This is an optimization exercise on Yosys and OpenROAD, whose aim is small area, a short achievable clock period and few clock cycles per item, not a production implementation.
Only simulation tests tie the RTL to the original design; equivalence was not proved.
Power figures rest on the tool's default switching activity, not on a simulated workload.

Design sparse_zero_page_run_builder, start of the top module:
module sparse_zero_page_run_builder #(
  parameter int BATCH_PAGES    = szp_pkg::BATCH_PAGES_DEF,
  parameter int MAX_PAGE_WORDS = szp_pkg::MAX_PAGE_WORDS_DEF
) (
  input  logic                            clk,
  input  logic                            rst,
  input  logic                            items_valid,
  output logic                            items_ready,
  input  logic [szp_pkg::DATA_W-1:0]      items_data_word,
  input  logic                            items_last_word,
  output logic                            runs_valid,
  input  logic                            runs_ready,
  output logic                            runs_run_kind,
  output logic [szp_pkg::RUN_WORDS_W-1:0] runs_run_words,
  output logic                            runs_run_final,
  output logic [szp_pkg::LIMIT_W-1:0]     runs_total_words,
  input  logic                            cfg_write,
  input  logic [szp_pkg::CFG_INDEX_W-1:0] cfg_index,
  input  logic [szp_pkg::CFG_DATA_W-1:0]  cfg_data
);
Size: ~1200 cells after synthesis, ~160 flip-flops, ~170 I/O pins, roughly 9800 um^2 of cells after synthesis.
==> module szp_core, before the edit <==
module szp_core #(
  parameter int BATCH_PAGES    = szp_pkg::BATCH_PAGES_DEF,
  parameter int MAX_PAGE_WORDS = szp_pkg::MAX_PAGE_WORDS_DEF
) (
  input  logic                            clk,
  input  logic                            rst,
  input  logic                            w_valid,
  output logic                            w_take,
  input  logic                            w_nz,
  input  logic                            w_last,
  input  logic                            cfg_write,
  input  logic [szp_pkg::CFG_INDEX_W-1:0] cfg_index,
  input  logic [szp_pkg::CFG_DATA_W-1:0]  cfg_data,
  output logic                            runs_valid,
  input  logic                            runs_ready,
  output logic                            runs_run_kind,
  output logic [szp_pkg::RUN_WORDS_W-1:0] runs_run_words,
  output logic                            runs_run_final,
  output logic [szp_pkg::LIMIT_W-1:0]     runs_total_words
);
  localparam int PW    = szp_pkg::PAGE_WORDS_W;
  localparam int LW    = szp_pkg::LIMIT_W;
  localparam int RW    = szp_pkg::RUN_WORDS_W;
  localparam int WIP_W = $clog2(MAX_PAGE_WORDS) + 1;
  localparam int PIB_W = $clog2(BATCH_PAGES);
  logic [WIP_W-2:0] pszm1;
  logic             psz_hi;       
  logic             pdirty;
  logic [LW-1:0]    lm1;          
  logic [3:0]       dstep;        
  logic             dbor;         
  logic             dirty;        
  logic [LW-1:0]    acc;
  logic             take;         
  logic             fresh;        
  logic             limit_hit;
  logic [WIP_W-1:0] wip;
  logic             has_data;
  logic             carry;        
  logic [PIB_W-1:0] pib;
  logic             run_open;
  logic             ork;
  logic [RW-1:0]    orw;
  logic             o_valid, o_final, second;
  logic             s_final;      
  logic [WIP_W-2:0] cfg_pszm1;
  logic             go, restart;
  logic             lim_next, closing, page_full, page_done, kind, emit1, emit2, keep;
  logic             batch_end, open_e, ork_e;
  logic [LW-1:0]    acc_inc;
  logic [RW-1:0]    orw_e, sum_keep;
  logic [WIP_W-1:0] wip_e, wip1;
  always_comb begin
    if ({psz_hi, pszm1} == '0)
      cfg_pszm1 = '0;
    else if ({psz_hi, pszm1} > PW'(MAX_PAGE_WORDS))
      cfg_pszm1 = (WIP_W-1)'(MAX_PAGE_WORDS - 1);
    else
      cfg_pszm1 = (WIP_W-1)'(PW'({psz_hi, pszm1}) - PW'(1));
  end
  always_ff @(posedge clk) begin
    if (rst) begin
      pszm1 <= (WIP_W-1)'(szp_pkg::PAGE_WORDS_RST - 1);
      lm1   <= szp_pkg::LIMIT_RST - LW'(1);
      psz_hi <= 1'b0;
      pdirty <= 1'b0;
      dstep  <= 4'd0;
      dirty  <= 1'b0;
    end else if (cfg_write) begin
      pdirty <= !cfg_index;
      if (cfg_index == 1'b0) begin
        {psz_hi, pszm1} <= cfg_data[PW-1:0];
      end else begin
        lm1   <= cfg_data[LW-1:0];
        dstep <= 4'(LW / 4);
        dbor  <= 1'b1;
      end
    end else begin
      pdirty <= 1'b0;
      dirty  <= (dstep == 4'd1);
      if (pdirty) {psz_hi, pszm1} <= {1'b0, cfg_pszm1};
      if (dstep != 4'd0) begin
        lm1   <= {lm1[3:0] - 4'(dbor), lm1[LW-1:4]};
        dbor  <= dbor && (lm1[3:0] == 4'd0);
        dstep <= dstep - 4'd1;
      end
    end
  end
  assign runs_valid       = o_valid;
  assign runs_run_kind    = ork;
  assign runs_run_words   = orw;
  assign runs_run_final   = o_final;
  assign runs_total_words = acc;
  assign go     = w_valid && !fresh && (dstep == 4'd0) && !dirty && !pdirty && !second && (!o_valid || runs_ready);
  assign w_take = go;
  always_comb begin
    open_e    = run_open || carry;
    ork_e     = carry ? has_data : ork;
    orw_e     = carry ? RW'(wip) : orw;
    wip_e     = carry ? '0 : wip;
    acc_inc   = szp_pkg::inc_f(acc, 1'b1);
    lim_next  = (acc == lm1);
    closing   = !take || w_last || lim_next;
    page_full = carry ? (pszm1 == '0) : !szp_pkg::lt_t(LW'(wip), LW'(pszm1));
    page_done = take ? (page_full || w_last || lim_next) : (wip_e != '0);
    kind      = (has_data && !carry) || (take && w_nz);
    emit1     = page_done && open_e && (ork_e != kind);
    keep      = open_e && !emit1;
    wip1      = WIP_W'(szp_pkg::inc_f(LW'(wip_e), take));
    sum_keep  = (carry ? RW'(0) : orw) + RW'(wip) + RW'(take);
    batch_end = closing || (page_done && (&pib));
    emit2     = batch_end && (open_e || page_done);
    restart   = (limit_hit || closing) && w_last;
  end
  always_ff @(posedge clk) begin
    if (rst) begin
      take <= 1'b1;
    end else if (dirty) begin
      take <= !szp_pkg::lt_t(lm1, acc) && !(&lm1);
    end else if (go && restart) begin
      take <= !(&lm1);
    end
  end
  always_ff @(posedge clk) begin
    if (rst) begin
      acc       <= '0;
      fresh     <= 1'b0;
      limit_hit <= 1'b0;
      wip       <= '0;
      has_data  <= 1'b0;
      carry     <= 1'b0;
      pib       <= '0;
      run_open  <= 1'b0;
      o_valid   <= 1'b0;
      second    <= 1'b0;
    end else if (go) begin
      if (limit_hit) begin
        if (w_last) begin
          limit_hit <= 1'b0;
          acc       <= '0;
        end
        o_valid <= 1'b0;
      end else begin
        if (restart && !(emit1 || emit2)) acc <= '0;
        else if (take)                    acc <= acc_inc;
        fresh     <= restart && (emit1 || emit2);
        limit_hit <= closing && !w_last;
        o_valid   <= emit1 || emit2;
        second    <= emit1 && emit2;
        pib       <= batch_end ? '0 : PIB_W'(szp_pkg::inc_f(LW'(pib), page_done));
        if (emit1) begin
          wip      <= wip1;
          has_data <= kind;
          carry    <= 1'b1;
          run_open <= 1'b0;
        end else begin
          wip      <= page_done ? '0 : wip1;
          has_data <= !page_done && kind;
          carry    <= 1'b0;
          run_open <= (open_e || page_done) && !batch_end;
        end
      end
    end else if (o_valid && runs_ready) begin
      if (second) begin
        second   <= 1'b0;
        wip      <= '0;
        has_data <= 1'b0;
        carry    <= 1'b0;
      end else begin
        o_valid <= 1'b0;
        if (fresh) begin
          fresh <= 1'b0;
          acc   <= '0;
        end
      end
    end
  end
  always_ff @(posedge clk) begin
    if (go && !limit_hit) begin
      o_final <= closing && !(emit1 && emit2);
      s_final <= closing;
      if (page_done && !emit1) begin
        orw <= open_e ? sum_keep : RW'(wip1);
        ork <= kind;
      end else begin
        orw <= orw_e;
        ork <= ork_e;
      end
    end else if (o_valid && runs_ready && second) begin
      orw     <= RW'(wip);
      ork     <= has_data;
      o_final <= s_final;
    end
  end
endmodule
export LEC_CHECK = 0
export CAP_MARGIN = 20
export CORE_MARGIN = 2
export CORE_UTILIZATION = 40
export SLEW_MARGIN = 20
create_clock -name core_clock -period 11.0 [get_ports {clk}]
standard.sh (not shown) runs the stock make flow with config.mk's settings and CLKGATE_MAP_FILE= SYNTH_SCRIPT=/design/flow/synth_recipe.tcl, a recipe that flattens the netlist after the stock synthesis.
==> flow/flow/run.sh <==
#!/bin/bash
# The standard ORFS layout (the standard.sh), with three changes:
#  - repair_timing aims for 7.5 ns of setup margin at the design's 11 ns clock, so the
#    optimiser keeps working on paths the 11 ns constraint alone leaves untouched;
#  - the port buffers are sky130_fd_sc_hd__buf_1 instead of the default delay buffer;
#  - the clock tree is built from sky130_fd_sc_hd__clkbuf_8.
# The SDC, clock period, floorplan, power grid and synthesis are unchanged.
set -euo pipefail
bash standard.sh SETUP_SLACK_MARGIN=7.5 "BUFFER_PORTS_ARGS=-buffer_cell sky130_fd_sc_hd__buf_1" CTS_BUF_LIST=sky130_fd_sc_hd__clkbuf_8 finish > flow_make.log 2>&1
The baseline went through all stages and came out clean.
Testbench counts at the start, summed over its fixed seeds: cycles 49,140, items 48,000.
Change:
--- a/flow/design.v
+++ b/flow/design.v
@@ -148,9 +148,9 @@
     kind      = (has_data && !carry) || (take && w_nz);
     emit1     = page_done && open_e && (ork_e != kind);
     keep      = open_e && !emit1;
     wip1      = WIP_W'(szp_pkg::inc_f(LW'(wip_e), take));
-    sum_keep  = (carry ? RW'(0) : orw) + RW'(wip) + RW'(take);
+    sum_keep  = orw_e + RW'(wip_e) + RW'(take);
     batch_end = closing || (page_done && (&pib));
     emit2     = batch_end && (open_e || page_done);
     restart   = (limit_hit || closing) && w_last;
   end
@@ -220,10 +220,13 @@
   always_ff @(posedge clk) begin
     if (go && !limit_hit) begin
       o_final <= closing && !(emit1 && emit2);
       s_final <= closing;
-      if (page_done && !emit1) begin
-        orw <= open_e ? sum_keep : RW'(wip1);
+      if (emit1) begin
+        orw <= orw_e;
+        ork <= ork_e;
+      end else if (page_done) begin
+        orw <= keep ? sum_keep : RW'(wip1);
         ork <= kind;
       end else begin
         orw <= orw_e;
         ork <= ork_e;
Result:
- total power is higher by 3.1%
- fmax is lower by 3.8%
- wire length is higher by 9.2%
- clock skew is lower by 0.0067 ns
- worst setup slack got worse by 0.13 ns
- via count is about the same
- critical path depth is lower by 1
Testbench counts after the change, summed over its fixed seeds: cycles 49,140, items 48,000.

-- what the ideal ports hide --
The results above use ideal ports. As a check the final layouts listed here were re-extracted and re-timed, cells and wires unchanged. Step 1 (the two cells are an assumption about what drives the block):
set clk [get_ports {clk}]
set_driving_cell -lib_cell sky130_fd_sc_hd__clkbuf_16 $clk
set_driving_cell -lib_cell sky130_fd_sc_hd__buf_2 [delete_from_list [all_inputs] $clk]
Step 2 also shifts input and output timing later by t, the mid clock arrival at the registers, as if the neighbouring blocks saw the same clock. Slacks: no drivers / after step 1 / after step 2; pairs: no drivers / after step 1.
run	t (ns)	setup WS [ns]	worst hold slack (ns)	worst register clock-pin slew, ns	pins driven straight from the clock port
the first run	0.508	7.620 / 7.581 / 7.101	0.476 / 0.476 / 0.476	0.11 / 0.11	1
the second run	0.498	7.486 / 7.456 / 6.957	0.475 / 0.475 / 0.475	0.10 / 0.10	1
After both steps setup and hold are still met in every run listed. The setup slack of the second run, which loses most, moves by -0.030 ns with the drivers and by -0.529 ns with both steps.
